This design comes from an exercise in tuning for small area and a short achievable clock period on the open sky130 flow, not from production work.
RTL that was checked went through simulation tests only; none was proved equivalent to the original.
For runs 5 to 7, only the layout was checked, not whether the RTL still works.

### flow/run.sh
#!/bin/bash
set -o pipefail
bash standard.sh SETUP_SLACK_MARGIN=50 SKIP_GATE_CLONING=1 SKIP_PIN_SWAP=1 TNS_END_PERCENT=5 "BUFFER_PORTS_ARGS=-buffer_cell sky130_fd_sc_hd__buf_2" cts > standard_flow_to_cts.log 2>&1
bash standard.sh finish > standard_flow_finish.log 2>&1
### standard.sh
#!/bin/bash
# synth_recipe.tcl (not shown) runs the flow's synth.tcl, then flattens the netlist and writes it again
# the make line also repeats each setting of config.mk as NAME=value (left out here)
make -C /OpenROAD-flow-scripts/flow DESIGN_CONFIG=/design/flow/config.mk WORK_HOME=/design/flow/orfs CLKGATE_MAP_FILE= SYNTH_SCRIPT=/design/flow/synth_recipe.tcl "${@:-finish}"
### config.mk
export PLATFORM = sky130hd
export DESIGN_NAME = alu_core
export DESIGN_NICKNAME = alu_core
export VERILOG_FILES = /design/flow/design.v
export SDC_FILE = /design/flow/constraint.sdc
export NUM_CORES = 4
export LEC_CHECK = 0
export ABC_AREA = 1
export CAP_MARGIN = 20
export CORE_MARGIN = 2
export CORE_UTILIZATION = 40
export SLEW_MARGIN = 20
### constraint.sdc
create_clock -name core_clock -period 200.0 [get_ports {clk}]
set_input_delay 40.0000 -clock core_clock [delete_from_list [all_inputs] [get_ports {clk}]]
set_output_delay 40.0000 -clock core_clock [all_outputs]
set_load 0.01 [all_outputs]
### design.v
package alu_pkg;
  localparam int ALU_DATA_WIDTH = 32;
  localparam logic [7:0] OP_ALU_ADD = 8'h00;
  localparam logic [7:0] OP_ALU_SUB = 8'h01;
  localparam logic [7:0] OP_ALU_AND = 8'h02;
  localparam logic [7:0] OP_ALU_OR  = 8'h03;
  localparam logic [7:0] OP_ALU_XOR = 8'h04;
  localparam logic [7:0] OP_ALU_INV = 8'h05;
  localparam logic [7:0] OP_ALU_SLT = 8'h06;
  localparam logic [7:0] OP_ALU_SLL = 8'h07;
  localparam logic [7:0] OP_ALU_SRL = 8'h08;
  localparam logic [7:0] OP_ALU_SRA = 8'h09;
  localparam logic [7:0] OP_ALU_MUL = 8'h0A;
  localparam logic [7:0] OP_ALU_DIV = 8'h0B;
  localparam logic [7:0] OP_ALU_MOD = 8'h0C;
endpackage
module alu_prefix_add #(
  parameter int W  = 8,
  parameter int PT = 0    
) (
  input  logic [W-1:0] x,
  input  logic [W-1:0] y,
  input  logic         cin,
  output logic [W-1:0] s,
  output logic         cout
);
  localparam int L = (W > 1) ? $clog2(W) : 1;
  logic [W-1:0] p0, g0, gg, pp;
  always_comb begin
    p0 = x ^ y;
    g0 = x & y;
    gg = g0;
    pp = p0;
    gg[0] = g0[0] | (p0[0] & cin);
    if (PT == 0) begin
      for (int l = 0; l < L; l++) begin
        for (int i = W - 1; i >= 0; i--) begin
          if ((i >> l) & 1) begin
            gg[i] = gg[i] | (pp[i] & gg[((i >> l) << l) - 1]);
            pp[i] = pp[i] & pp[((i >> l) << l) - 1];
          end
        end
      end
    end else if (PT == 1) begin
      for (int l = 0; l < L; l++) begin
        for (int i = (1 << (l + 1)) - 1; i < W; i += (1 << (l + 1))) begin
          gg[i] = gg[i] | (pp[i] & gg[i - (1 << l)]);
          pp[i] = pp[i] & pp[i - (1 << l)];
        end
      end
      for (int l = L - 2; l >= 0; l--) begin
        for (int i = 3 * (1 << l) - 1; i < W; i += (1 << (l + 1))) begin
          gg[i] = gg[i] | (pp[i] & gg[i - (1 << l)]);
          pp[i] = pp[i] & pp[i - (1 << l)];
        end
      end
    end else begin
      for (int i = 1; i < W; i++) gg[i] = gg[i] | (pp[i] & gg[i-1]);
    end
    s[0] = p0[0] ^ cin;
    for (int i = 1; i < W; i++) s[i] = p0[i] ^ gg[i-1];
    cout = gg[W-1];
  end
endmodule
module alu_divider #(
  parameter int PT = 0
) (
  input  logic        i_div,     
  input  logic        i_cin,     
  input  logic [31:0] i_y,       
  input  logic [31:0] i_lsb,     
  input  logic [31:0] i_msel,    
  input  logic [31:0] i_hb,      
  output logic [31:0] o_sel,     
  output logic [31:0] o_f        
);
  logic [31:0] rout [0:31];
  for (genvar j = 31; j >= 0; j--) begin : g_row
    localparam int W = 32 - j;
    logic [W-1:0] x, s;
    logic         co;
    if (j == 31) begin : g_top
      assign x = i_lsb[j];
    end else begin : g_mid
      assign x = {rout[j+1][W-2:0], i_lsb[j]};
    end
    alu_prefix_add #(.W(W), .PT(PT)) u_add (.x(x), .y(i_y[W-1:0]), .cin(i_cin), .s(s), .cout(co));
    assign o_sel[j] = i_div ? (co & ~i_hb[j]) : i_msel[j];
    if (W < 32) begin : g_pad
      assign rout[j] = {{(32-W){1'b0}}, (o_sel[j] ? s : x)};
    end else begin : g_full
      assign rout[j] = o_sel[j] ? s : x;
    end
  end
  assign o_f = rout[0];
endmodule
module alu_core
#(
  parameter int DATA_WIDTH = alu_pkg::ALU_DATA_WIDTH
) (
  input  logic                  clk,
  input  logic                  rst_n,
  input  logic [7:0]            i_alu_op,
  input  logic [DATA_WIDTH-1:0] i_a,
  input  logic [DATA_WIDTH-1:0] i_b,
  output logic [DATA_WIDTH-1:0] o_c,
  output logic                  o_zero,
  output logic                  o_div0,
  output logic [DATA_WIDTH-1:0] o_c_q,
  output logic                  o_zero_q
);
  function automatic logic [31:0] cneg(input logic [31:0] x, input logic inv, input logic inc);
    logic [31:0] r;
    logic        any;
    any = 1'b0;
    for (int k = 0; k < 32; k++) begin
      r[k] = x[k] ^ (inv & ~(inc & ~any));
      any  = any | x[k];
    end
    cneg = r;
  endfunction
  logic [3:0]  op;
  logic [31:0] a, b;
  assign op = i_alu_op[3:0];
  assign a  = i_a;
  assign b  = i_b;
  logic valid;
  logic is_add, is_sub, is_and, is_or, is_xor, is_inv, is_slt;
  logic is_sll, is_srl, is_sra, is_mul, is_div, is_rem;
  assign valid  = (i_alu_op[7:4] == 4'd0);
  assign is_add = valid & (op == 4'h0);
  assign is_sub = valid & (op == 4'h1);
  assign is_and = valid & (op == 4'h2);
  assign is_or  = valid & (op == 4'h3);
  assign is_xor = valid & (op == 4'h4);
  assign is_inv = valid & (op == 4'h5);
  assign is_slt = valid & (op == 4'h6);
  assign is_sll = valid & (op == 4'h7);
  assign is_srl = valid & (op == 4'h8);
  assign is_sra = valid & (op == 4'h9);
  assign is_mul = valid & (op == 4'hA);
  assign is_div = valid & (op == 4'hB);
  assign is_rem = valid & (op == 4'hC);
  logic        dm, divrem, addsub, subm, mulm, sgn, b_zero;
  logic [4:0]  sh;
  logic [31:0] onehot, abs_b, bd, dvd, y, lsb, msel, hb;
  assign dm     = op[3] & (op[2] | op[0] | ~op[1]);
  assign divrem = op[3] & (op[2] | (op[1] & op[0]));
  assign addsub = ~op[3] & ~(op[1] & op[0]);
  assign subm   = ~op[3] & (op[1] ^ op[0]);
  assign mulm   = op[3];
  assign sgn    = op[3] & (op[2] | op[0]);
  assign b_zero = (b == 32'd0);
  assign sh     = addsub ? 5'd0 : b[4:0];
  always_comb begin
    for (int k = 0; k < 32; k++) onehot[k] = (sh == k[4:0]);
  end
  assign abs_b = cneg(b, b[31], b[31]);
  assign bd    = divrem ? abs_b : onehot;
  assign dvd   = cneg(a, a[31] & sgn, a[31] & divrem);
  assign y     = dm ? ~bd : (addsub ? (b ^ {32{subm}}) : a);
  assign lsb   = (dm | addsub) ? dvd : 32'd0;
  assign msel  = mulm ? b : onehot;
  always_comb begin
    hb[0] = 1'b0;
    for (int j = 1; j < 32; j++) hb[j] = |(bd >> (32 - j));
  end
  logic [31:0] qsel, f;
  alu_divider u_divider (
    .i_div (dm),
    .i_cin (dm | subm),
    .i_y   (y),
    .i_lsb (lsb),
    .i_msel(msel),
    .i_hb  (hb),
    .o_sel (qsel),
    .o_f   (f)
  );
  logic        negq, n_inv, n_inc;
  logic [31:0] n_x, arr_res;
  assign negq    = (a[31] ^ b[31]) & ~b_zero;
  assign n_x     = (is_div | is_srl | is_sra) ? qsel : f;
  assign n_inc   = (is_div & negq) | (is_rem & a[31]);
  assign n_inv   = n_inc | (is_sra & a[31]);
  assign arr_res = cneg(n_x, n_inv, n_inc);
  logic slt;
  assign slt = (a[31] ^ b[31]) ? a[31] : f[31];
  logic [3:0]  tt;
  logic [31:0] lg;
  assign tt = {is_and | is_or, is_or | is_xor, is_or | is_xor | is_inv, is_inv};
  always_comb begin
    for (int k = 0; k < 32; k++) lg[k] = tt[{a[k], b[k]}];
  end
  logic [31:0] c_d;
  logic        zero_d;
  always_comb begin
    c_d = lg
        | {31'd0, is_slt & slt}
        | ({32{is_add | is_sub | is_sll | is_srl | is_sra | is_mul | is_div | is_rem}} & arr_res);
    zero_d = (c_d == 32'd0);
  end
  assign o_c    = c_d;
  assign o_zero = zero_d;
  assign o_div0 = (is_div | is_rem) & b_zero;
  always_ff @(posedge clk or negedge rst_n) begin
    if (!rst_n) begin
      o_c_q    <= {DATA_WIDTH{1'b0}};
      o_zero_q <= 1'b0;
    end else begin
      o_c_q    <= c_d;
      o_zero_q <= zero_d;
    end
  end
endmodule
==> results of run 1 <==
repair_timing:
| item | CTS | global route |
|---|---|---|
| setup endpoints to repair | 33 | 0 |
| gates resized for setup | 158 | 0 |
| setup buffers | 55 | 0 |
layout by cell type (no fill, tap or decap), types with 38 or more instances in the layout:
master      n
ha_1      465
and2_1     92
nor3_1     38
o21ai_0   232
inv_1     574
nand3_2    57
nand2_2    52
nand4_1    47
buf_4     100
a21o_1     45
a21oi_1   395
buf_2     140
fa_1      161
nor2_1    255
nand2_1  1627
xor2_1    143
xnor2_1   116
or2_2     184
nand3_1   761
how the worst max path moves through the flow:
stage                           start  cells after the start  slack (ns)      to
after floorplan           i_alu_op[2]                    524       53.02  o_zero
after global placement    i_alu_op[3]                    536       39.03  o_zero
after detailed placement  i_alu_op[3]                    541       36.17  o_zero
after CTS                      i_a[0]                    535       50.01  o_zero
after global routing           i_a[0]                    545       41.24  o_zero
final                         i_b[31]                    516       48.94  o_zero
cell families after synthesis:
group / after synthesis / share of synthesized area [%]
simple gates: 3241 / 42.4
fa+ha+maj: 626 / 25.6
buf+inv: 793 / 9.12
flops: 33 / 2.34
compound gates: 882 / 14.2
xor+xnor: 259 / 6.42
per-layer routing:
metal / part of all wire [%] / vias to the layer above / track usage, % / wire length, µm
met4: 5.2 / 4 / 13.7 / 7770
li1: - / 19554 / - / -
met3: 8.5 / 336 / 4.86 / 12600
met5: 0.018 / - / 0 / 27
met2: 44 / 1530 / 51.7 / 64900
met1: 42 / 18468 / 42.4 / 63000
cell usage after synthesis, drive strengths merged (16+ instances only):
master	instances	area share, %
nand2	1714	19
nand3	819	12
inv	611	6.5
ha	465	16
a21oi	406	5.9
nor2	297	3.7
o21ai	291	4.3
or2	194	3.4
fa	161	9.1
xor2	143	3.5
xnor2	116	2.9
buf	104	1.7
and2	92	1.6
clkbuf	64	0.68
nand4	49	0.93
nor3	46	0.67
a21o	45	0.96
a211oi	34	0.74
dfrtp	33	2.3
nand3b	20	0.42
o211ai	17	0.42
a22oi	16	0.34
sequential cells by signal (all words and copies together) (netlist names):
signal,flops
o_c_q,32
o_zero_q,1
critical path, delay by kind of cell:
kind / cells / cell delay (ns)
xor+xnor: 4 / 0.76
simple gates: 340 / 36.38
compound gates: 103 / 16.69
buf+inv: 34 / 4.76
fa+ha+maj: 35 / 12.19
through the flow:
step | hold slack, ns | instance area, µm² | cells
after detailed placement | 40.12 | 37300 | 7032
after global routing | 39.86 | 38600 | 7097
final | 39.80 | 38600 | 7098
after CTS | 39.82 | 38600 | 7095
after floorplan | 39.70 | 35400 | 5834
after global placement | 40.13 | 37300 | 7032
final cells by class:
type | instances | area (µm²)
tap | 1165 | 1460
fill | 9525 | 49400
antenna | 2 | 5.00
multi-input combinational | 5008 | 32000
clock buffer | 5 | 125
timing repair buffer | 257 | 1680
clock inverter | 3 | 46.3
inverter | 625 | 2470
sequential | 33 | 826
==> metrics.cfg, run 1 <==
[synthesis]
ys_seq_elements=33
synth_ff_type=dfrtp_1
async_flop_share_pct=100
syn_avg_cell_area_um2=6.06
postSynthCellCount=5834
yosysWarningCount=35
syn-num-nets=6534
synthesis.area_um2=35400
synth-edff-count=0
synth.distinct_cells=71
yosysSeqAreaShare_pct=2.34

[worst_setup_path]
cp_max_fo=45
cpPeakStageDelay_ns=0.67
crit_path_end_kind=output port
slowest_stage=clkinv_1
critical_path_class=in2out
cp_data_required_time_ns=160.00
worstSetupStartpointType=input port
crit_top_cell=nand2_1
worstPathArrival_ns=111.06

[run]
cap_violations=0

[routing]
wirelength_um=148000
vias_per_cell=5.62
firstDrtPassIters=6
wire_per_inst_um=20.9
ant_nets=0
drt_iter0_drc=3783
drc_errors=0
vias=39892

[sta]
drv_slew=0
fmax_ghz=0.00662
worst_slack_ns=48.94
rsz0062_at_grt=no
slew_headroom_pct=25.7
finalHoldViolations=0
post-route-period-util_pct=75.5
tns_ns=0
setup_viol=0
max_slew.worst_pin.slew_ns=1.10
finalCriticalPeriod_ns=151.06

[placement]
io_buffer_count=140
pre_cts_slack_ns=36.17
dp_hpwl_um=119000
place_congestion=1.04

[floorplan]
core_area_um2=88000
start_util_pct=40.2
dieArea_um2=90800
die_h_um=301
io_pins=141
die_width_um=301
rows=109

[grt]
grt_pass1_wl_um=224000
grt_pass1_vias=37370
globalRouteOverflowTotal=0
grt_antenna_before_repair=8
grt_max_degree=65
grt_use_total_pct=32.1

[status]
outcome=timing/DRC/antenna clean

[clock_tree]
cts_buffers=5
clkSlewWorstSetupHoldPaths_ns=0.06
htree_levels=2
cts_hold_buf=0
cts.sinks=33
cts_root_buf=clkbuf_16
cts_tree=built
cts_buffer_depth=2

[cells_and_area]
final_core_util_pct=43.9
nNetsFinal=6630
drive_gt1_share_pct=13.1
syn_to_final_growth_pct=9.20

[min_path]
hold_path.class=in2async

==> run 2: changes to the inputs <==
==> flow/run.sh (replaced) <==
#!/bin/bash
set -o pipefail
bash standard.sh SETUP_SLACK_MARGIN=52 SKIP_GATE_CLONING=1 SKIP_PIN_SWAP=1 "BUFFER_PORTS_ARGS=-buffer_cell sky130_fd_sc_hd__buf_2" cts > standard_flow_to_cts.log 2>&1
bash standard.sh SETUP_SLACK_MARGIN=47 SETUP_MOVE_SEQUENCE=sizeup SKIP_GATE_CLONING=1 SKIP_PIN_SWAP=1 grt > standard_flow_grt.log 2>&1
bash standard.sh finish > standard_flow_finish.log 2>&1
==> metrics.cfg, run 2 <==
[status]
outcome=timing/DRC/antenna clean

[worst_setup_path]
cp_num_buf_inv=43  ; +26%
slowest_stage=fa_1
crit_top_cell=nand2_1
worstSetupStartpointType=input port
worstPathArrival_ns=107.27  ; -3.79 ns
critPathTopFamily=simple AND/OR/NAND/NOR gates
critical_path_class=in2out
cp_max_fo=24  ; -47%
crit_path_end_kind=output port
cp_data_required_time_ns=160.00  ; about the same
cpPeakStageDelay_ns=0.44  ; -0.23 ns

[synthesis]
async_flop_share_pct=100  ; unchanged
syn-num-nets=6534  ; unchanged
synth_common_cells=nand2_1 (1,642), nand3_1 (761), inv_1 (585), ha_1 (465), a21oi_1 (401)
ys_seq_elements=33  ; unchanged
synth.largest_area_cell=nand2_1
synth.distinct_cells=71  ; unchanged
yosysSeqAreaShare_pct=2.34  ; unchanged
synth-edff-count=0  ; unchanged
synth_most_common_cell=nand2_1
synthTopCellsByArea=nand2_1 (17%), ha_1 (16%), nand3_1 (11%)
synthesis.area_um2=35400  ; unchanged
yosysWarningCount=35  ; unchanged
synth_top_area_share_pct=17.4  ; unchanged
postSynthCellCount=5834  ; unchanged
syn_avg_cell_area_um2=6.06  ; unchanged
synth_ff_type=dfrtp_1

[grt]
grt_pass1_vias=37693  ; +0.86%
grt_pass1_wl_um=225000  ; +0.68%
grt_antenna_before_repair=6  ; -2
grt_use_total_pct=32.3  ; +0.20 points
grt_max_degree=65  ; unchanged
globalRouteOverflowTotal=0  ; unchanged

[clock_tree]
cts_buffer_depth=2  ; unchanged
cts_buffers=5  ; unchanged
clkSlewWorstSetupHoldPaths_ns=0.06  ; about the same
cts_root_buf=clkbuf_16
cts_tree=built
cts_hold_buf=0  ; unchanged
htree_levels=2  ; unchanged
cts.sinks=33  ; unchanged

[cells_and_area]
final_cell_mix=nand2_1 (1,577), nand3_1 (752), inv_1 (569)
reg_top3=o_c_q (32), o_zero_q (1)
top_register=o_c_q
largest_register_ffs=32  ; unchanged
drive_gt1_share_pct=16.4  ; +3.3 points
nFillCells=9432  ; -0.98%
syn_to_final_growth_pct=12.8
layout_commonest_cell=nand2_1
nNetsFinal=6663  ; +0.50%

[floorplan]
dieArea_um2=90800  ; unchanged
rows=109  ; unchanged
die_width_um=301  ; unchanged
die_h_um=301  ; unchanged
start_util_pct=40.2  ; unchanged
core_area_um2=88000  ; unchanged
io_pins=141  ; unchanged

[routing]
wire_per_inst_um=21.0  ; +0.64%
vias=40339  ; +1.1%
ant_nets=0  ; unchanged
wirelength_um=150000  ; +1.1%
vias_per_cell=5.66  ; +0.67%
firstDrtPassIters=6  ; unchanged
drc_errors=0  ; unchanged
drt_iter0_drc=3773  ; -0.26%

[run]
cap_violations=0  ; unchanged

[sta]
tns_ns=0  ; unchanged
finalHoldViolations=0  ; unchanged
max_slew.worst_pin.slew_ns=1.24  ; +0.140 ns
fmax_ghz=0.00679  ; +2.6%
post-route-period-util_pct=73.6  ; -1.9 points
drv_slew=0  ; unchanged
rsz0062_at_grt=no
finalCriticalPeriod_ns=147.27  ; -3.79 ns
slew_headroom_pct=17.2  ; -8.5 points
setup_viol=0  ; unchanged

[placement]
place_congestion=1.04  ; unchanged
dp_hpwl_um=119000  ; unchanged
io_buffer_count=140  ; unchanged

[min_path]
hold_path.class=in2async

## run 2: what timing repair did
| item | 4_1_cts | 5_1_grt |
|---|---|---|
| setup endpoints to repair | 33 | 32 |
| gates resized for setup | 211 | 221 |
| buffers inserted | 89 | 0 |
| gates cloned | 0 | 0 |
## run 2: final cells by class
cell class              instances  area, µm²  area share (%)
multi-input cells            5008      32900            82.5
inverters                     625       2550            6.40
repair buffers                290       1980            4.98
well taps                    1165       1460            3.66
flip-flops and latches         33        826            2.07
clock buffers                   5        125           0.314
clock inverters                 3       46.3           0.116
diodes                          1       2.50         0.00628
## run 2: kinds of logic (layout without fill, tap and decap cells)
family	after synthesis	after routing	synth area share [%]
buffers and inverters	793	923	9.12
and+or+nand+nor	3241	3241	42.4
adders and majority gates	626	626	25.6
other	0	1	0
AOI/OAI and AO/OA	882	882	14.2
xor gates and xnor gates	259	259	6.42
DFF	33	33	2.34
## run 2: through the flow
stage                     hold slack, ns  setup WS (ns)  instance area [µm²]  instances  utilization [%]
after floorplan                    39.70          53.02                35400       5834                -
after global placement             40.13          39.03                37300       7032             42.4
after detailed placement           40.12          36.17                37300       7032             42.4
after CTS                          39.82          52.00                39000       7129             44.3
after global routing               39.86          46.86                39900       7130             45.3
final                              39.80          52.73                39900       7130             45.3
## run 2: worst paths after layout
check / to / from / slack (ns) / cells after the start
setup / recovery: o_zero / i_alu_op[3] / 52.73 / 528
min in group core_clock: o_c_q[29]$_DFF_PN0_ / i_a[29] / 40.13 / 3
max in group asynchronous: o_c_q[3]$_DFF_PN0_ / rst_n / 159.68 / 1
hold / removal: o_zero_q$_DFF_PN0_ / rst_n / 39.80 / 1
## run 2: routing by layer
layer	track usage, %	share of wire (%)
met3	4.50	8.4
met4	14.0	5.3
met2	52.0	44
met5	0	0.018
met1	42.8	42
==> run 3: changes to the inputs <==
==> flow/run.sh (replaced) <==
#!/bin/bash
set -o pipefail
bash standard.sh SETUP_SLACK_MARGIN=46 SKIP_GATE_CLONING=1 SKIP_PIN_SWAP=1 "BUFFER_PORTS_ARGS=-buffer_cell sky130_fd_sc_hd__buf_2" cts > standard_flow_to_cts.log 2>&1
bash standard.sh SETUP_SLACK_MARGIN=43 SETUP_MOVE_SEQUENCE=sizeup SKIP_GATE_CLONING=1 SKIP_PIN_SWAP=1 grt > standard_flow_grt.log 2>&1
bash standard.sh finish > standard_flow_finish.log 2>&1
==> metrics.cfg, run 3 <==
[status]
outcome=timing/DRC/antenna clean

[clock_tree]
clkSlewWorstSetupHoldPaths_ns=0.06  ; about the same
cts_tree=built
cts_buffers=5  ; unchanged
cts.sinks=33  ; unchanged
cts_hold_buf=0  ; unchanged
cts_root_buf=clkbuf_16
cts_buffer_depth=2  ; unchanged
htree_levels=2  ; unchanged

[sta]
drv_slew=0  ; unchanged
post-route-period-util_pct=75.2  ; +1.5 points
slew_headroom_pct=30.8  ; +14 points
finalHoldViolations=0  ; unchanged
rsz0062_at_grt=no
holdWs_ns=39.81  ; +0.0112 ns
tns_ns=0  ; unchanged
finalCriticalPeriod_ns=150.37  ; +3.09 ns
setup_viol=0  ; unchanged
max_slew.worst_pin.slew_ns=1.03  ; -0.215 ns
fmax_ghz=0.00665  ; -2.1%

[synthesis]
syn_avg_cell_area_um2=6.06  ; unchanged
yosysSeqAreaShare_pct=2.34  ; unchanged
synth_ff_type=dfrtp_1
synth_common_cells=nand2_1 (1,642), nand3_1 (761), inv_1 (585), ha_1 (465), a21oi_1 (401)
postSynthCellCount=5834  ; unchanged
synth.distinct_cells=71  ; unchanged
syn-num-nets=6534  ; unchanged
synth_most_common_cell=nand2_1
yosysWarningCount=35  ; unchanged
ys_seq_elements=33  ; unchanged
async_flop_share_pct=100  ; unchanged
synth-edff-count=0  ; unchanged
synthTopCellsByArea=nand2_1 (17%), ha_1 (16%), nand3_1 (11%)
synthesis.area_um2=35400  ; unchanged
synth.largest_area_cell=nand2_1
synth_top_area_share_pct=17.4  ; unchanged

[placement]
postPlaceCellArea_um2=37300  ; unchanged
dp_hpwl_um=119000  ; unchanged
io_buffer_count=140  ; unchanged
place_congestion=1.04  ; unchanged
numPlacedInstances=7032  ; unchanged

[grt]
grt_max_degree=65  ; unchanged
globalRouteOverflowTotal=0  ; unchanged
grt_antenna_before_repair=6  ; unchanged
grt.met1_usage_pct=41.7  ; -1.1 points
top_usage_layer=met2
grt_pass1_vias=37025  ; -1.8%
met3_usage_pct=5.48  ; +0.98 points
grt_util_met2_pct=51.0  ; -1.0 points
grt_pass1_wl_um=222000  ; -1.7%
grt_use_total_pct=31.7  ; -0.53 points

[routing]
drt_iter0_drc=3354  ; -11%
drc_errors=0  ; unchanged
vias=39649  ; -1.7%
firstDrtPassIters=8  ; +2
wirelength_um=147000  ; -1.6%
ant_nets=0  ; unchanged
wire_per_inst_um=20.9  ; -0.58%
vias_per_cell=5.62  ; -0.67%

[cells_and_area]
reg_top3=o_c_q (32), o_zero_q (1)
largest_register_ffs=32  ; unchanged
final_area_um2=38600  ; -3.2%
fin_cells=7055  ; -1.1%
layout_commonest_cell=nand2_1
drive_gt1_share_pct=13.3  ; -3.1 points
nNetsFinal=6588  ; -1.1%
syn_to_final_growth_pct=9.16
top_register=o_c_q
final_cell_mix=nand2_1 (1,616), nand3_1 (760), inv_1 (572)

[worst_setup_path]
crit_path_end_kind=output port
cpPeakStageDelay_ns=0.63  ; +0.19 ns
cp_max_fo=27  ; +13%
worstSetupStartpointType=input port
startpoint=i_b[0]
slowest_stage=inv_1
crit_top_cell=nand2_1
cp-endpoint=o_zero
critical_path_class=in2out
worstPathArrival_ns=110.37  ; +3.10 ns
cp_data_required_time_ns=160.00  ; about the same

[floorplan]
core_area_um2=88000  ; unchanged
io_pins=141  ; unchanged
die_width_um=301  ; unchanged
die_h_um=301  ; unchanged
start_util_pct=40.2  ; unchanged
dieArea_um2=90800  ; unchanged
rows=109  ; unchanged

[run]
cap_violations=0  ; unchanged

[min_path]
hold_path.class=in2async

[run 3: cell counts after synthesis]
Identical to the previous run, type by type.
[run 3: worst min path at each step]
stage          cells after the start                  end  slack [ns]
6_report                           1  o_c_q[18]$_DFF_PN0_       39.81
5_1_grt                            1  o_c_q[22]$_DFF_PN0_       39.86
4_1_cts                            1  o_c_q[22]$_DFF_PN0_       39.82
3_5_place_dp                       1  o_c_q[22]$_DFF_PN0_       40.12
3_3_place_gp                       1  o_c_q[23]$_DFF_PN0_       40.13
2_1_floorplan                      0   o_c_q[0]$_DFF_PN0_       39.70
[run 3: through the flow]
step / setup WS (ns) / utilization (%)
floorplan: 53.02 / -
global placement: 39.03 / 42.4
detailed placement: 36.17 / 42.4
CTS: 46.01 / 43.2
global route: 42.70 / 43.9
finish: 49.63 / 43.9
[run 3: cells by family (layout without fill, tap and decap cells)]
| family | Yosys count | in the layout | share of synthesized area (%) |
|---|---|---|---|
| buffers and inverters | 793 | 848 | 9.12 |
| AO/OA/AOI/OAI | 882 | 882 | 14.2 |
| adder cells (fa/ha/maj) | 626 | 626 | 25.6 |
| XOR/XNOR | 259 | 259 | 6.42 |
| flip-flops | 33 | 33 | 2.34 |
| AND/OR/NAND/NOR | 3241 | 3241 | 42.4 |
| other | 0 | 1 | 0 |
[run 3: layout make-up]
type	instances	area [µm²]
Inverter	625	2520
Sequential cell	33	826
Timing Repair Buffer	215	1330
Tap cell	1165	1460
Fill cell	9528	49400
Multi-Input combinational cell	5008	32300
Clock inverter	3	46.3
Antenna cell	1	2.50
Clock buffer	5	125
[run 3: what timing repair did]
item / CTS / global route
endpoints found under the setup margin: 33 / 33
gates cloned: 0 / 0
endpoints found under the hold margin: 0 / 0
resized for setup: 90 / 171
pin swaps: 0 / 0
buffers inserted: 13 / 0
[run 3: critical path: cells and delay by family]
kind            cells  cell delay [ns]
simple gates      346            38.80
xor+xnor            4             0.78
buf+inv            23             3.19
compound gates    103            16.04
fa+ha+maj          35            11.29
[run 3: per-layer routing]
layer	up-vias	part of all wire (%)
li1	19467	-
met4	6	5.4
met2	1458	44
met1	18369	43
met3	349	8.3
met5	-	0.024
==> run 4: changes to the inputs <==
==> flow/run.sh (replaced) <==
#!/bin/bash
set -o pipefail
bash standard.sh SETUP_SLACK_MARGIN=48 SKIP_GATE_CLONING=1 SKIP_PIN_SWAP=1 "BUFFER_PORTS_ARGS=-buffer_cell sky130_fd_sc_hd__buf_2" cts > standard_flow_to_cts.log 2>&1
bash standard.sh SETUP_SLACK_MARGIN=44 SETUP_MOVE_SEQUENCE=sizeup SKIP_GATE_CLONING=1 SKIP_PIN_SWAP=1 grt > standard_flow_grt.log 2>&1
bash standard.sh finish > standard_flow_finish.log 2>&1
==> metrics.cfg, run 4 <==
[status]
outcome=timing/DRC/antenna clean

[cells_and_area]
fin_cells=7065  ; +0.14%
final_cell_mix=nand2_1 (1,608), nand3_1 (760), inv_1 (572)
nNetsFinal=6598  ; +0.15%
syn_to_final_growth_pct=9.83
largest_register_ffs=32  ; unchanged
layout_commonest_cell=nand2_1
reg_top3=o_c_q (32), o_zero_q (1)
nFillCells=9512  ; -0.17%
final_core_util_pct=44.1  ; +0.27 points
top_register=o_c_q
drive_gt1_share_pct=13.9  ; +0.60 points
final_area_um2=38800  ; +0.61%

[worst_setup_path]
cp_data_required_time_ns=160.00  ; about the same
cp_num_buf_inv=34  ; +48%
cp-endpoint=o_zero
worstSetupStartpointType=input port
cp_max_fo=27  ; unchanged
critPathTopFamily=simple AND/OR/NAND/NOR gates
cpPeakStageDelay_ns=0.61  ; -0.02 ns
crit_top_cell=nand2_1
startpoint=i_alu_op[0]
worstPathArrival_ns=109.41  ; -0.96 ns
path_depth=518  ; +1.4%
slowest_stage=inv_1
crit_path_end_kind=output port
critical_path_class=in2out

[clock_tree]
cts_root_buf=clkbuf_16
cts_tree=built
cts_hold_buf=0  ; unchanged
htree_levels=2  ; unchanged
cts.sinks=33  ; unchanged
clkSlewWorstSetupHoldPaths_ns=0.06  ; about the same
cts_buffer_depth=2  ; unchanged
cts_buffers=5  ; unchanged

[routing]
drc_errors=0  ; unchanged
wire_per_inst_um=21.0  ; +0.27%
vias=39864  ; +0.54%
wirelength_um=148000  ; +0.41%
firstDrtPassIters=6  ; -2
drt_iter0_drc=3313  ; -1.2%
ant_nets=0  ; unchanged
vias_per_cell=5.64  ; +0.40%

[placement]
io_buffer_count=140  ; unchanged
dp_hpwl_um=119000  ; unchanged
numPlacedInstances=7032  ; unchanged
postPlaceCellArea_um2=37300  ; unchanged
place_congestion=1.04  ; unchanged

[synthesis]
synth_top_area_share_pct=17.4  ; unchanged
synth_common_cells=nand2_1 (1,642), nand3_1 (761), inv_1 (585), ha_1 (465), a21oi_1 (401)
synth.largest_area_cell=nand2_1
yosysSeqAreaShare_pct=2.34  ; unchanged
yosysWarningCount=35  ; unchanged
synth_most_common_cell=nand2_1
synth_ff_type=dfrtp_1
async_flop_share_pct=100  ; unchanged
synthesis.area_um2=35400  ; unchanged
syn-num-nets=6534  ; unchanged
syn_avg_cell_area_um2=6.06  ; unchanged
synth-edff-count=0  ; unchanged
ys_seq_elements=33  ; unchanged
postSynthCellCount=5834  ; unchanged
synth.distinct_cells=71  ; unchanged
synthTopCellsByArea=nand2_1 (17%), ha_1 (16%), nand3_1 (11%)

[sta]
setup_viol=0  ; unchanged
max_slew.worst_pin.slew_ns=1.01  ; -0.0179 ns
drv_slew=0  ; unchanged
tns_ns=0  ; unchanged
holdWs_ns=39.81  ; -0.00330 ns
fmax_ghz=0.00669  ; +0.64%
post-route-period-util_pct=74.7  ; -0.48 points
finalHoldViolations=0  ; unchanged
finalCriticalPeriod_ns=149.41  ; -0.955 ns
slew_headroom_pct=32.0  ; +1.2 points
rsz0062_at_grt=no

[floorplan]
die_width_um=301  ; unchanged
io_pins=141  ; unchanged
die_h_um=301  ; unchanged
rows=109  ; unchanged
dieArea_um2=90800  ; unchanged
core_area_um2=88000  ; unchanged
start_util_pct=40.2  ; unchanged

[grt]
globalRouteOverflowTotal=0  ; unchanged
grt_antenna_before_repair=8  ; +2
grt_pass1_vias=37220  ; +0.53%
grt_pass1_wl_um=222000  ; +0.40%
grt_use_total_pct=31.9  ; +0.13 points
grt_max_degree=65  ; unchanged

[min_path]
hold_path.class=in2async

[run]
cap_violations=0  ; unchanged

-- run 4: cell counts after synthesis --
Identical to the previous run, type by type.
-- run 4: routing by layer --
layer | share of wire [%] | vias to the layer above | track usage [%] | routed length, µm
li1 | - | 19495 | - | -
met1 | 42 | 18492 | 42.0 | 62600
met2 | 44 | 1521 | 51.3 | 64900
met3 | 8.6 | 350 | 5.19 | 12800
met4 | 5.3 | 6 | 13.7 | 7780
met5 | 0.031 | - | 0 | 46
-- run 4: layout make-up --
type	count	area (µm²)	share of cell area, %
tap	1165	1460	3.75
timing repair buffer	225	1430	3.68
inverter	625	2530	6.51
clock buffer	5	125	0.322
antenna	1	2.50	0.00644
clock inverter	3	46.3	0.119
sequential	33	826	2.13
multi-input combinational	5008	32400	83.5
-- run 4: cell families after synthesis --
group | share of synthesized area, %
compound gates | 14.2
xor+xnor | 6.42
buf+inv | 9.12
flops | 2.34
fa+ha+maj | 25.6
simple gates | 42.4
-- run 4: repair_timing --
| action | 4_1_cts | 5_1_grt |
|---|---|---|
| resized for setup | 122 | 180 |
| setup buffers | 23 | 0 |
| hold endpoints to repair | 0 | 0 |
| setup endpoints to repair | 33 | 33 |
-- run 4: metrics by stage --
step                setup slack [ns]
CTS                            48.03
global placement               39.03
floorplan                      53.02
detailed placement             36.17
global route                   43.81
finish                         50.59
-- run 4: worst min path at each step --
stage                               end  cells past startpoint  slack, ns   from
detailed placement  o_c_q[22]$_DFF_PN0_                      1      40.12  rst_n
floorplan            o_c_q[0]$_DFF_PN0_                      0      39.70  rst_n
global route        o_c_q[22]$_DFF_PN0_                      1      39.86  rst_n
global placement    o_c_q[23]$_DFF_PN0_                      1      40.13  rst_n
CTS                 o_c_q[22]$_DFF_PN0_                      1      39.82  rst_n
finish              o_c_q[18]$_DFF_PN0_                      1      39.81  rst_n
==> run 5: changes to the inputs <==
--- a/design.v
+++ b/design.v
@@ -141,15 +141,13 @@
   assign is_mul = valid & (op == 4'hA);
   assign is_div = valid & (op == 4'hB);
   assign is_rem = valid & (op == 4'hC);
-  logic        dm, divrem, addsub, subm, mulm, sgn, b_zero;
+  logic        dm, divrem, addsub, subm, b_zero;
   logic [4:0]  sh;
   logic [31:0] onehot, abs_b, bd, dvd, y, lsb, msel, hb;
-  assign dm     = op[3] & (op[2] | op[0] | ~op[1]);
-  assign divrem = op[3] & (op[2] | (op[1] & op[0]));
-  assign addsub = ~op[3] & ~(op[1] & op[0]);
-  assign subm   = ~op[3] & (op[1] ^ op[0]);
-  assign mulm   = op[3];
-  assign sgn    = op[3] & (op[2] | op[0]);
+  assign divrem = (op == 4'hB) | (op == 4'hC);
+  assign dm     = divrem | (op == 4'h8) | (op == 4'h9);
+  assign addsub = (op == 4'h0) | (op == 4'h1) | (op == 4'h6);
+  assign subm   = (op == 4'h1) | (op == 4'h6);
   assign b_zero = (b == 32'd0);
   assign sh     = addsub ? 5'd0 : b[4:0];
   always_comb begin
@@ -157,10 +155,10 @@
   end
   assign abs_b = cneg(b, b[31], b[31]);
   assign bd    = divrem ? abs_b : onehot;
-  assign dvd   = cneg(a, a[31] & sgn, a[31] & divrem);
+  assign dvd   = cneg(a, a[31] & (divrem | (op == 4'h9)), a[31] & divrem);
   assign y     = dm ? ~bd : (addsub ? (b ^ {32{subm}}) : a);
   assign lsb   = (dm | addsub) ? dvd : 32'd0;
-  assign msel  = mulm ? b : onehot;
+  assign msel  = (op == 4'hA) ? b : onehot;
   always_comb begin
     hb[0] = 1'b0;
     for (int j = 1; j < 32; j++) hb[j] = |(bd >> (32 - j));
==> flow/run.sh (replaced) <==
#!/bin/bash
set -o pipefail
bash standard.sh SETUP_SLACK_MARGIN=50 finish > standard_flow.log 2>&1
==> metrics.cfg, run 5 <==
[cells_and_area]
top_register=o_c_q
largest_register_ffs=32  ; unchanged
drive_gt1_share_pct=22.9  ; +9.0 points
syn_to_final_growth_pct=26.0
multi_input_area_um2=34900  ; +7.7%
reg_top3=o_c_q (32), o_zero_q (1)
fin_cells=7420  ; +5.0%
seqCellArea_um2=826  ; unchanged
nFillCells=9097  ; -4.4%
layout_commonest_cell=nand2_1
final_cell_mix=nand2_1 (1,454), nand3_1 (758), inv_1 (596)
nNetsFinal=6949  ; +5.3%

[sta]
finalHoldViolations=0  ; unchanged
finalCriticalPeriod_ns=146.83  ; -2.58 ns
drv_slew=4  ; +4
setup_viol=0  ; unchanged
max_slew.worst_pin.slew_ns=1.59  ; +0.577 ns
tns_ns=0  ; unchanged
rsz0062_at_grt=yes
fmax_ghz=0.00681  ; +1.8%
post-route-period-util_pct=73.4  ; -1.3 points
slew_headroom_pct=-6.63  ; -39 points

[synthesis]
synth_common_cells=nand2_1 (1,642), nand3_1 (814), inv_1 (622), ha_1 (461), a21oi_1 (374)
synth_ff_type=dfrtp_1
synth-edff-count=0  ; unchanged
syn-num-nets=6571  ; +0.57%
synth.distinct_cells=69  ; -2.8%
synth.largest_area_cell=nand2_1
synthesis.area_um2=35600  ; +0.65%
yosysWarningCount=35  ; unchanged
postSynthCellCount=5875  ; +0.70%
synthTopCellsByArea=nand2_1 (17%), ha_1 (16%), nand3_1 (11%)
async_flop_share_pct=100  ; unchanged
ys_seq_elements=33  ; unchanged
synth_most_common_cell=nand2_1
syn_avg_cell_area_um2=6.06  ; about the same
synth_top_area_share_pct=17.3  ; -0.11 points
yosysSeqAreaShare_pct=2.32  ; -0.015 points

[min_path]
hold_path.class=in2async

[routing]
firstDrtPassIters=7  ; +1
wirelength_um=169000  ; +14%
ant_nets=0  ; unchanged
wire_per_inst_um=22.7  ; +8.5%
drc_errors=0  ; unchanged
drt_iter0_drc=4227  ; +28%
vias=42622  ; +6.9%
vias_per_cell=5.74  ; +1.8%

[status]
checkFailReasons=capacitance limit, slew limit
outcome=failed layout checks

[run]
cap_violations=1  ; +1

[floorplan]
dieArea_um2=91400  ; +0.65%
io_pins=141  ; unchanged
die_h_um=302  ; +0.32%
rows=109  ; unchanged
start_util_pct=40.3  ; +0.14 points
die_width_um=302  ; +0.32%
core_area_um2=88200  ; +0.31%

[placement]
numPlacedInstances=7076  ; +0.63%
io_buffer_count=140  ; unchanged
dp_hpwl_um=126000  ; +5.9%
place_congestion=1.03  ; -1.5%

[clock_tree]
cts_root_buf=clkbuf_16
cts_tree=built
cts.sinks=33  ; unchanged
htree_levels=2  ; unchanged
cts_buffer_depth=2  ; unchanged
clkSlewWorstSetupHoldPaths_ns=0.10  ; +0.04 ns
cts_hold_buf=0  ; unchanged
cts_buffers=5  ; unchanged

[worst_setup_path]
slowest_stage=or4_4
critical_path_class=in2out
cp_data_required_time_ns=160.00  ; about the same
crit_top_cell=nand2_1
worstSetupStartpointType=input port
worstPathArrival_ns=106.83  ; -2.58 ns
cp_max_fo=21  ; -22%
crit_path_end_kind=output port
cpPeakStageDelay_ns=0.55  ; -0.06 ns

[grt]
grt_pass1_wl_um=240000  ; +7.7%
grt_pass1_vias=38491  ; +3.4%
globalRouteOverflowTotal=0  ; unchanged
grt_max_degree=61  ; -6.2%
grt_use_total_pct=34.7  ; +2.8 points
grt_antenna_before_repair=1  ; -7

run 5: cell count changes after synthesis, sizes merged, moves of 6 or more:
cell    before  now
a21o        45   51
a21oi      406  378
a22oi       16    1
inv        611  655
nand3      819  855
nand3b      20   13
nand4       49   42
nor2       297  273
o211ai      17   49
o21bai      12   20
o31ai        9   16
xnor2      116   95
xor2       143  161
run 5: final cells by class:
cell class / instances / share of cell area (%)
diodes: 1 / 0.00558
clock buffers: 5 / 0.279
clock inverters: 3 / 0.103
inverters: 669 / 6.08
multi-input cells: 5024 / 77.9
flip-flops and latches: 33 / 1.84
well taps: 1165 / 3.25
repair buffers: 511 / 10.4
repair inverters: 9 / 0.153
run 5: repair_timing:
action / in CTS / in global routing
resized for setup: 259 / 707
setup buffers: 98 / 194
setup endpoints to repair: 33 / 33
pin swaps: 38 / 326
cloned: 22 / 17
run 5: worst max path at each step:
stage	endpoint	slack, ns	start
final	o_zero	53.17	i_alu_op[2]
after global routing	o_zero	48.82	i_a[1]
after CTS	o_c[31]	50.00	i_alu_op[1]
after detailed placement	o_zero	34.89	i_alu_op[1]
after global placement	o_zero	37.06	i_alu_op[1]
after floorplan	o_zero	52.96	i_alu_op[1]
run 5: stage by stage:
step | worst slack, ns | area, µm² | hold WS (ns) | utilization [%]
after floorplan | 52.96 | 35600 | 39.70 | -
after global placement | 37.06 | 38000 | 40.25 | 43.1
after detailed placement | 34.89 | 38000 | 40.26 | 43.1
after CTS | 50.00 | 40100 | 39.87 | 45.5
after global routing | 48.82 | 44800 | 39.68 | 50.8
final | 53.17 | 44800 | 39.67 | 50.8
run 5: cell families (layout without fill, tap and decap cells):
group                      after synthesis  after routing  synth area share, %
adders and majority gates              622            622                 25.3
buffers and inverters                  840           1197                 10.2
DFF                                     33             33                 2.32
AOI/OAI and AO/OA                      882            882                 14.1
xor gates and xnor gates               256            256                 6.30
and+or+nand+nor                       3242           3264                 41.8
other                                    0              1                    0
run 5: routing by layer:
| layer | GRT usage, % | vias up | wire, µm |
|---|---|---|---|
| met3 | 5.21 | 445 | 15100 |
| met5 | 0 | - | 14 |
| met1 | 47.2 | 19902 | 70500 |
| met2 | 55.2 | 2017 | 73900 |
| li1 | - | 20256 | - |
| met4 | 13.0 | 2 | 9200 |
run 5: worst max-delay path, delay by kind of cell:
kind                       cells  cell delay, ns
xor gates and xnor gates       2            0.33
adders and majority gates     35            9.75
and+or+nand+nor              345           38.03
AOI/OAI and AO/OA             92           13.95
buffers and inverters         40            4.51
==> run 6: changes to the inputs <==
--- a/design.v
+++ b/design.v
@@ -111,12 +111,15 @@
 );
   function automatic logic [31:0] cneg(input logic [31:0] x, input logic inv, input logic inc);
     logic [31:0] r;
-    logic        any;
-    any = 1'b0;
-    for (int k = 0; k < 32; k++) begin
-      r[k] = x[k] ^ (inv & ~(inc & ~any));
-      any  = any | x[k];
-    end
+    logic [31:0] any;
+    any = x;
+    for (int l = 0; l < 5; l++) begin
+      for (int k = 31; k >= 0; k--) begin
+        if ((k >> l) & 1) any[k] = any[k] | any[((k >> l) << l) - 1];
+      end
+    end
+    r[0] = x[0] ^ (inv & ~inc);
+    for (int k = 1; k < 32; k++) r[k] = x[k] ^ (inv & ~(inc & ~any[k-1]));
     cneg = r;
   endfunction
   logic [3:0]  op;
@@ -141,13 +144,15 @@
   assign is_mul = valid & (op == 4'hA);
   assign is_div = valid & (op == 4'hB);
   assign is_rem = valid & (op == 4'hC);
-  logic        dm, divrem, addsub, subm, b_zero;
+  logic        dm, divrem, addsub, subm, mulm, sgn, b_zero;
   logic [4:0]  sh;
   logic [31:0] onehot, abs_b, bd, dvd, y, lsb, msel, hb;
-  assign divrem = (op == 4'hB) | (op == 4'hC);
-  assign dm     = divrem | (op == 4'h8) | (op == 4'h9);
-  assign addsub = (op == 4'h0) | (op == 4'h1) | (op == 4'h6);
-  assign subm   = (op == 4'h1) | (op == 4'h6);
+  assign dm     = op[3] & (op[2] | op[0] | ~op[1]);
+  assign divrem = op[3] & (op[2] | (op[1] & op[0]));
+  assign addsub = ~op[3] & ~(op[1] & op[0]);
+  assign subm   = ~op[3] & (op[1] ^ op[0]);
+  assign mulm   = op[3];
+  assign sgn    = op[3] & (op[2] | op[0]);
   assign b_zero = (b == 32'd0);
   assign sh     = addsub ? 5'd0 : b[4:0];
   always_comb begin
@@ -155,10 +160,10 @@
   end
   assign abs_b = cneg(b, b[31], b[31]);
   assign bd    = divrem ? abs_b : onehot;
-  assign dvd   = cneg(a, a[31] & (divrem | (op == 4'h9)), a[31] & divrem);
+  assign dvd   = cneg(a, a[31] & sgn, a[31] & divrem);
   assign y     = dm ? ~bd : (addsub ? (b ^ {32{subm}}) : a);
   assign lsb   = (dm | addsub) ? dvd : 32'd0;
-  assign msel  = (op == 4'hA) ? b : onehot;
+  assign msel  = mulm ? b : onehot;
   always_comb begin
     hb[0] = 1'b0;
     for (int j = 1; j < 32; j++) hb[j] = |(bd >> (32 - j));
==> flow/run.sh (replaced) <==
#!/bin/bash
set -o pipefail
bash standard.sh SETUP_SLACK_MARGIN=50 SKIP_GATE_CLONING=1 SKIP_PIN_SWAP=1 "BUFFER_PORTS_ARGS=-buffer_cell sky130_fd_sc_hd__buf_2" cts > standard_flow_to_cts.log 2>&1
bash standard.sh finish > standard_flow_finish.log 2>&1
==> metrics.cfg, run 6 <==
[synthesis]
synth-edff-count=0  ; unchanged
yosysSeqAreaShare_pct=2.29  ; -0.031 points
async_flop_share_pct=100  ; unchanged
synth_common_cells=nand2_1 (1,631), nand3_1 (614), inv_1 (546), ha_1 (465), a21oi_1 (374)
synthTopCellsByArea=nand2_1 (17%), ha_1 (16%), fa_1 (8.9%)
yosysWarningCount=35  ; unchanged
postSynthCellCount=5743  ; -2.2%
ys_seq_elements=33  ; unchanged
syn_avg_cell_area_um2=6.28  ; +3.7%
synth.distinct_cells=78  ; +13%
synth_ff_type=dfrtp_1
synth.largest_area_cell=nand2_1
synthesis.area_um2=36100  ; +1.3%
syn-num-nets=6443  ; -1.9%
synth_top_area_share_pct=17.0  ; -0.34 points
synth_most_common_cell=nand2_1

[worst_setup_path]
slowest_stage=fa_1
startpoint=i_a[8]
cp_max_fo=21  ; unchanged
crit_path_end_kind=output port
worstPathArrival_ns=111.08  ; +4.25 ns
crit_top_cell=nand2_1
cp_data_required_time_ns=160.00  ; about the same
cp-endpoint=o_zero
cpPeakStageDelay_ns=0.46  ; -0.09 ns
critical_path_class=in2out
worstSetupStartpointType=input port

[routing]
wire_per_inst_um=20.7  ; -8.8%
vias_per_cell=5.60  ; -2.5%
vias=39477  ; -7.4%
ant_nets=0  ; unchanged
firstDrtPassIters=9  ; +2
drt_iter0_drc=4023  ; -4.8%
drc_errors=0  ; unchanged
wirelength_um=146000  ; -13%

[placement]
dp_hpwl_um=115000  ; -8.3%
io_buffer_count=140  ; unchanged
place_congestion=1.02  ; -0.89%

[cells_and_area]
largest_register_ffs=32  ; unchanged
final_cell_mix=nand2_1 (1,622), nand3_1 (613), inv_1 (538)
final_core_util_pct=43.6  ; -7.2 points
reg_top3=o_c_q (32), o_zero_q (1)
nNetsFinal=6564  ; -5.5%
top_register=o_c_q
drive_gt1_share_pct=15.5  ; -7.4 points
syn_to_final_growth_pct=8.40
layout_commonest_cell=nand2_1

[grt]
grt_max_degree=65  ; +6.6%
grt_pass1_vias=37465  ; -2.7%
grt_antenna_before_repair=26  ; +25
grt_use_total_pct=30.8  ; -3.8 points
grt_pass1_wl_um=222000  ; -7.3%
globalRouteOverflowTotal=0  ; unchanged

[floorplan]
die_h_um=304  ; +0.66%
core_area_um2=89700  ; +1.7%
die_width_um=304  ; +0.66%
io_pins=141  ; unchanged
start_util_pct=40.2  ; -0.14 points
rows=110  ; +0.92%
dieArea_um2=92600  ; +1.3%

[run]
cap_violations=0  ; -1

[sta]
slew_headroom_pct=25.2  ; +32 points
finalCriticalPeriod_ns=151.08  ; +4.25 ns
tns_ns=0  ; unchanged
drv_slew=0  ; -4
rsz0062_at_grt=no
finalHoldViolations=0  ; unchanged
post-route-period-util_pct=75.5  ; +2.1 points
fmax_ghz=0.00662  ; -2.8%
setup_viol=0  ; unchanged
max_slew.worst_pin.slew_ns=1.12  ; -0.468 ns

[clock_tree]
cts_root_buf=clkbuf_16
cts_buffers=5  ; unchanged
clkSlewWorstSetupHoldPaths_ns=0.07  ; -0.03 ns
cts_tree=built
cts.sinks=33  ; unchanged
htree_levels=2  ; unchanged
cts_buffer_depth=2  ; unchanged

[status]
outcome=timing/DRC/antenna clean

[min_path]
hold_path.class=in2async

## run 6: cell count changes after synthesis, sizes merged, moves of 11 or more
| cell | delta |
|---|---|
| dlygate4sd3 | +11 |
| a21boi | +16 |
| nand3 | -70 |
| inv | -76 |
| o211ai | -40 |
| a22oi | +26 |
| nand4 | -16 |
| xnor2 | +19 |
| clkbuf | -20 |
## run 6: final cells by class
class | count | area, µm²
multi-input combinational | 4952 | 32300
sequential | 33 | 826
clock buffer | 5 | 125
timing repair buffer | 277 | 1890
fill | 9658 | 50600
clock inverter | 3 | 68.8
inverter | 595 | 2360
tap | 1176 | 1470
antenna | 6 | 15.0
## run 6: worst min path at each step
stage | slack, ns | cells after the start | endpoint | start
floorplan | 39.70 | 0 | o_c_q[0]$_DFF_PN0_ | rst_n
detailed placement | 40.18 | 1 | o_c_q[21]$_DFF_PN0_ | rst_n
global placement | 40.18 | 1 | o_c_q[21]$_DFF_PN0_ | rst_n
finish | 39.82 | 1 | o_c_q[22]$_DFF_PN0_ | rst_n
CTS | 39.85 | 1 | o_c_q[21]$_DFF_PN0_ | rst_n
global route | 39.89 | 1 | o_c_q[22]$_DFF_PN0_ | rst_n
## run 6: timing repair
item	4_1_cts	5_1_grt
hold buffers	0	0
setup buffers	75	0
endpoints found under the setup margin	33	0
resized for setup	131	0
## run 6: critical path, delay by kind of cell
family | cells | cell delay (ns)
AND/OR/NAND/NOR | 362 | 37.93
AO/OA/AOI/OAI | 96 | 15.14
XOR/XNOR | 2 | 0.39
adder cells (fa/ha/maj) | 36 | 12.57
buffers and inverters | 40 | 4.78
## run 6: cell families after synthesis
| group | Yosys count | share of synthesized area (%) |
|---|---|---|
| and+or+nand+nor | 3158 | 41.9 |
| AOI/OAI and AO/OA | 883 | 14.0 |
| buffers and inverters | 758 | 9.81 |
| adders and majority gates | 626 | 25.1 |
| xor gates and xnor gates | 284 | 6.90 |
| DFF | 33 | 2.29 |
| muxes | 1 | 0.0381 |
## run 6: per-layer routing
layer | wire length, µm | GRT usage, %
met1 | 64100 | 41.2
met2 | 62800 | 48.7
met3 | 11600 | 5.22
met4 | 7460 | 13.2
met5 | 180 | 0
## run 6: per-stage QoR
step	area (µm²)	setup slack (ns)	instances	hold WS, ns
final	39100	48.92	7047	39.82
after global routing	39100	40.77	7041	39.89
after CTS	39100	50.05	7041	39.85
after detailed placement	37700	38.90	6958	40.18
after global placement	37600	41.08	6956	40.18
after floorplan	36100	50.86	5743	39.70
==> run 7: changes to the inputs <==
--- a/design.v
+++ b/design.v
@@ -111,15 +111,12 @@
 );
   function automatic logic [31:0] cneg(input logic [31:0] x, input logic inv, input logic inc);
     logic [31:0] r;
-    logic [31:0] any;
-    any = x;
-    for (int l = 0; l < 5; l++) begin
-      for (int k = 31; k >= 0; k--) begin
-        if ((k >> l) & 1) any[k] = any[k] | any[((k >> l) << l) - 1];
-      end
-    end
-    r[0] = x[0] ^ (inv & ~inc);
-    for (int k = 1; k < 32; k++) r[k] = x[k] ^ (inv & ~(inc & ~any[k-1]));
+    logic        any;
+    any = 1'b0;
+    for (int k = 0; k < 32; k++) begin
+      r[k] = x[k] ^ (inv & ~(inc & ~any));
+      any  = any | x[k];
+    end
     cneg = r;
   endfunction
   logic [3:0]  op;
@@ -144,9 +141,9 @@
   assign is_mul = valid & (op == 4'hA);
   assign is_div = valid & (op == 4'hB);
   assign is_rem = valid & (op == 4'hC);
-  logic        dm, divrem, addsub, subm, mulm, sgn, b_zero;
+  logic        dm, divrem, addsub, subm, mulm, sgn, b_zero, negb;
   logic [4:0]  sh;
-  logic [31:0] onehot, abs_b, bd, dvd, y, lsb, msel, hb;
+  logic [31:0] onehot, nb, dvd, y, lsb, msel, hb;
   assign dm     = op[3] & (op[2] | op[0] | ~op[1]);
   assign divrem = op[3] & (op[2] | (op[1] & op[0]));
   assign addsub = ~op[3] & ~(op[1] & op[0]);
@@ -158,20 +155,20 @@
   always_comb begin
     for (int k = 0; k < 32; k++) onehot[k] = (sh == k[4:0]);
   end
-  assign abs_b = cneg(b, b[31], b[31]);
-  assign bd    = divrem ? abs_b : onehot;
+  assign negb  = divrem ? ~b[31] : subm;
+  assign nb    = cneg(b, negb, negb);
   assign dvd   = cneg(a, a[31] & sgn, a[31] & divrem);
-  assign y     = dm ? ~bd : (addsub ? (b ^ {32{subm}}) : a);
+  assign y     = dm ? (divrem ? nb : (32'hFFFF_FFFF << sh)) : (addsub ? nb : a);
   assign lsb   = (dm | addsub) ? dvd : 32'd0;
   assign msel  = mulm ? b : onehot;
   always_comb begin
     hb[0] = 1'b0;
-    for (int j = 1; j < 32; j++) hb[j] = |(bd >> (32 - j));
+    for (int j = 1; j < 32; j++) hb[j] = ~((&(y | ~(32'hFFFF_FFFF << (32 - j)))) & (|(y << j)));
   end
   logic [31:0] qsel, f;
   alu_divider u_divider (
     .i_div (dm),
-    .i_cin (dm | subm),
+    .i_cin (1'b0),
     .i_y   (y),
     .i_lsb (lsb),
     .i_msel(msel),
@@ -184,7 +181,7 @@
   assign negq    = (a[31] ^ b[31]) & ~b_zero;
   assign n_x     = (is_div | is_srl | is_sra) ? qsel : f;
   assign n_inc   = (is_div & negq) | (is_rem & a[31]);
-  assign n_inv   = n_inc | (is_sra & a[31]);
+  assign n_inv   = n_inc | (is_sra & a[31]) | (is_div & b_zero);
   assign arr_res = cneg(n_x, n_inv, n_inc);
   logic slt;
   assign slt = (a[31] ^ b[31]) ? a[31] : f[31];
@@ -194,13 +191,16 @@
   always_comb begin
     for (int k = 0; k < 32; k++) lg[k] = tt[{a[k], b[k]}];
   end
+  logic        arr_op, arr_zero;
   logic [31:0] c_d;
   logic        zero_d;
+  assign arr_op   = is_add | is_sub | is_sll | is_srl | is_sra | is_mul | is_div | is_rem;
+  assign arr_zero = (n_inv & ~n_inc) ? (&n_x) : ~(|n_x);
   always_comb begin
     c_d = lg
         | {31'd0, is_slt & slt}
-        | ({32{is_add | is_sub | is_sll | is_srl | is_sra | is_mul | is_div | is_rem}} & arr_res);
-    zero_d = (c_d == 32'd0);
+        | ({32{arr_op}} & arr_res);
+    zero_d = arr_op ? arr_zero : ((lg | {31'd0, is_slt & slt}) == 32'd0);
   end
   assign o_c    = c_d;
   assign o_zero = zero_d;
==> flow/run.sh (replaced) <==
#!/bin/bash
set -o pipefail
bash standard.sh SETUP_SLACK_MARGIN=50 SKIP_GATE_CLONING=1 SKIP_PIN_SWAP=1 cts > standard_flow_to_cts.log 2>&1
bash standard.sh finish > standard_flow_finish.log 2>&1
==> metrics.cfg, run 7 <==
[routing]
wirelength_um=162000  ; +11%
wire_per_inst_um=22.5  ; +8.3%
vias_per_cell=5.75  ; +2.6%
drt_iter0_drc=4027  ; +0.099%
firstDrtPassIters=8  ; -1
drc_errors=0  ; unchanged
ant_nets=0  ; unchanged
vias=41428  ; +4.9%

[worst_setup_path]
cpPeakStageDelay_ns=0.67  ; +0.21 ns
cp_num_buf_inv=65  ; +63%
slowest_stage=clkdlybuf4s50_1
critical_path_class=in2out
worstPathArrival_ns=111.88  ; +0.80 ns
critPathTopFamily=simple AND/OR/NAND/NOR gates
worstSetupStartpointType=input port
cp_data_required_time_ns=160.00  ; about the same
crit_top_cell=nand2_1
cp_max_fo=20  ; -4.8%
crit_path_end_kind=output port

[grt]
grt_util_met2_pct=58.2  ; +9.4 points
grt_antenna_before_repair=7  ; -73%
grt_pass1_wl_um=242000  ; +9.1%
grt.met1_usage_pct=48.6  ; +7.4 points
globalRouteOverflowTotal=0  ; unchanged
met3_usage_pct=4.89  ; -0.33 points
grt_pass1_vias=39374  ; +5.1%
grt_max_degree=40  ; -38%
top_usage_layer=met2
grt_use_total_pct=36.3  ; +5.5 points

[synthesis]
synthTopCellsByArea=ha_1 (18%), nand2_1 (18%), nand3_1 (12%)
postSynthCellCount=5752  ; +0.16%
syn-num-nets=6452  ; +0.14%
synth.largest_area_cell=ha_1
synth_ff_type=dfrtp_1
synth-edff-count=0  ; unchanged
yosysSeqAreaShare_pct=2.42  ; +0.13 points
synth-compound-area-share_pct=14.7  ; +0.65 points
synth_top_family_by_area=simple AND/OR/NAND/NOR gates
synth_common_cells=nand2_1 (1,628), nand3_1 (807), inv_1 (644), ha_1 (497), a21oi_1 (403)
synth_top_area_share_pct=18.2  ; +1.2 points
async_flop_share_pct=100  ; unchanged
synthesis.area_um2=34200  ; -5.3%
synth_xor_area_share_pct=6.56  ; -0.33 points
synth_most_common_cell=nand2_1
yosysWarningCount=35  ; unchanged
synth-simple-area-share_pct=40.9  ; -0.92 points
synth_adder_area_share_pct=25.8  ; +0.69 points
muxShareOfSynthArea_pct=0  ; -0.038 points
ys_seq_elements=33  ; unchanged
syn_avg_cell_area_um2=5.94  ; -5.4%
synth.distinct_cells=68  ; -13%

[floorplan]
die_width_um=296  ; -2.6%
rows=107  ; -2.7%
die_h_um=296  ; -2.6%
start_util_pct=40.3  ; +0.062 points
io_pins=141  ; unchanged
core_area_um2=84900  ; -5.4%
dieArea_um2=87800  ; -5.2%

[sta]
slew_headroom_pct=22.9  ; -2.3 points
tns_ns=0  ; unchanged
max_slew.worst_pin.slew_ns=1.16  ; +0.0376 ns
holdWs_ns=40.11  ; +0.289 ns
fmax_ghz=0.00658  ; -0.53%
finalHoldViolations=0  ; unchanged
setup_viol=0  ; unchanged
drv_slew=0  ; unchanged
rsz0062_at_grt=no
post-route-period-util_pct=75.9  ; +0.40 points
finalCriticalPeriod_ns=151.88  ; +0.802 ns

[cells_and_area]
top_register=o_c_q
final_core_util_pct=48.5  ; +5.0 points
drive_gt1_share_pct=15.2  ; -0.33 points
layout_commonest_cell=nand2_1
reg_top3=o_c_q (32), o_zero_q (1)
final_cell_mix=nand2_1 (1,548), nand3_1 (788), inv_1 (617)
nNetsFinal=6764  ; +3.0%
largest_register_ffs=32  ; unchanged
syn_to_final_growth_pct=20.5

[clock_tree]
cts.sinks=33  ; unchanged
cts_buffers=5  ; unchanged
cts_tree=built
cts_root_buf=clkbuf_16
htree_levels=2  ; unchanged
cts_buffer_depth=2  ; unchanged
clkSlewWorstSetupHoldPaths_ns=0.05  ; -0.02 ns

[placement]
dp_hpwl_um=123000  ; +6.6%
place_congestion=1.02  ; +0.28%
io_buffer_count=140  ; unchanged

[min_path]
hold_path.class=in2async

[run]
cap_violations=0  ; unchanged

[status]
outcome=timing/DRC/antenna clean

run 7: kinds of logic (layout without fill, tap and decap cells):
| group | Yosys count | in the layout |
|---|---|---|
| buf+inv | 841 | 1153 |
| fa+ha+maj | 626 | 626 |
| compound gates | 869 | 869 |
| flops | 33 | 33 |
| other cells | 0 | 2 |
| xor+xnor | 256 | 256 |
| simple gates | 3127 | 3127 |
run 7: metrics by stage:
step / instances / cell area [µm²] / setup WS, ns
floorplan: 5752 / 34200 / 50.13
detailed placement: 6935 / 36800 / 27.38
global placement: 6935 / 36800 / 30.36
CTS: 7208 / 41200 / 50.00
global route: 7208 / 41200 / 41.93
finish: 7210 / 41200 / 48.12
run 7: layer usage:
layer	share of wire, %	up-vias	wire length, µm
met3	8.7	372	14000
met1	43	19448	69200
met2	43	1810	70100
met4	5.2	10	8430
li1	-	19788	-
met5	0.042	-	68
run 7: layout make-up:
cell class,instances,area [µm²]
diodes,2,5.00
flip-flops and latches,33,826
clock inverters,1,7.51
inverters,690,2750
clock buffers,6,139
fillers,8966,43700
multi-input cells,4878,31700
well taps,1144,1430
repair buffers,456,4290
run 7: timing repair:
item | 4_1_cts | 5_1_grt
setup buffers | 266 | 0
hold buffers | 0 | 0
setup endpoints to repair | 33 | 0
resized for setup | 581 | 0
run 7: final timing paths:
kind,start,end,slack (ns),cells past startpoint
max,i_a[8],o_c[22],48.12,539
min,rst_n,o_c_q[19]$_DFF_PN0_,40.11,2
max in group asynchronous,rst_n,o_c_q[29]$_DFF_PN0_,159.59,2
min in group core_clock,i_a[1],o_c_q[1]$_DFF_PN0_,40.44,3

[separate check: timing with driven ports]
The results above use ideal ports. As a check the final layouts listed here were re-extracted and re-timed, cells and wires unchanged. Step 1 sets driving cells, clkbuf_16 on the clock port and buf_2 on the other inputs (assumed; they add their load-dependent delay and slew). Step 2 times the ports against the registers' clock, not the clock port: input delays grow and output delays shrink by t, the midpoint of the rising clock arrivals with the driver on. Three values: ideal ports, drivers, drivers and shift; two values: the first two.
run	t (ns)	setup WS [ns]	hold slack, ns	worst slew at a driven data input, ns	pins driven straight from the clock port
run 1	0.323	48.939 / 48.917 / 48.917	39.801 / 39.784 / 40.106	0.12	1
run 2	0.325	52.726 / 52.704 / 52.704	39.800 / 39.782 / 40.107	0.12	1
run 3	0.324	49.633 / 49.612 / 49.612	39.811 / 39.794 / 40.117	0.13	1
run 4	0.322	50.588 / 50.566 / 50.566	39.808 / 39.792 / 40.114	0.11	1
run 5	0.387	53.172 / 53.129 / 53.129	39.667 / 39.648 / 40.035	0.08	1
run 6	0.378	48.922 / 48.832 / 48.832	39.822 / 39.785 / 40.163	0.15	1
run 7	0.311	48.121 / 48.067 / 48.067	40.110 / 40.109 / 40.420	0.08	1
For run 6, which loses most, drivers alone change the setup slack by -0.090 ns; drivers and shift together by -0.090 ns.
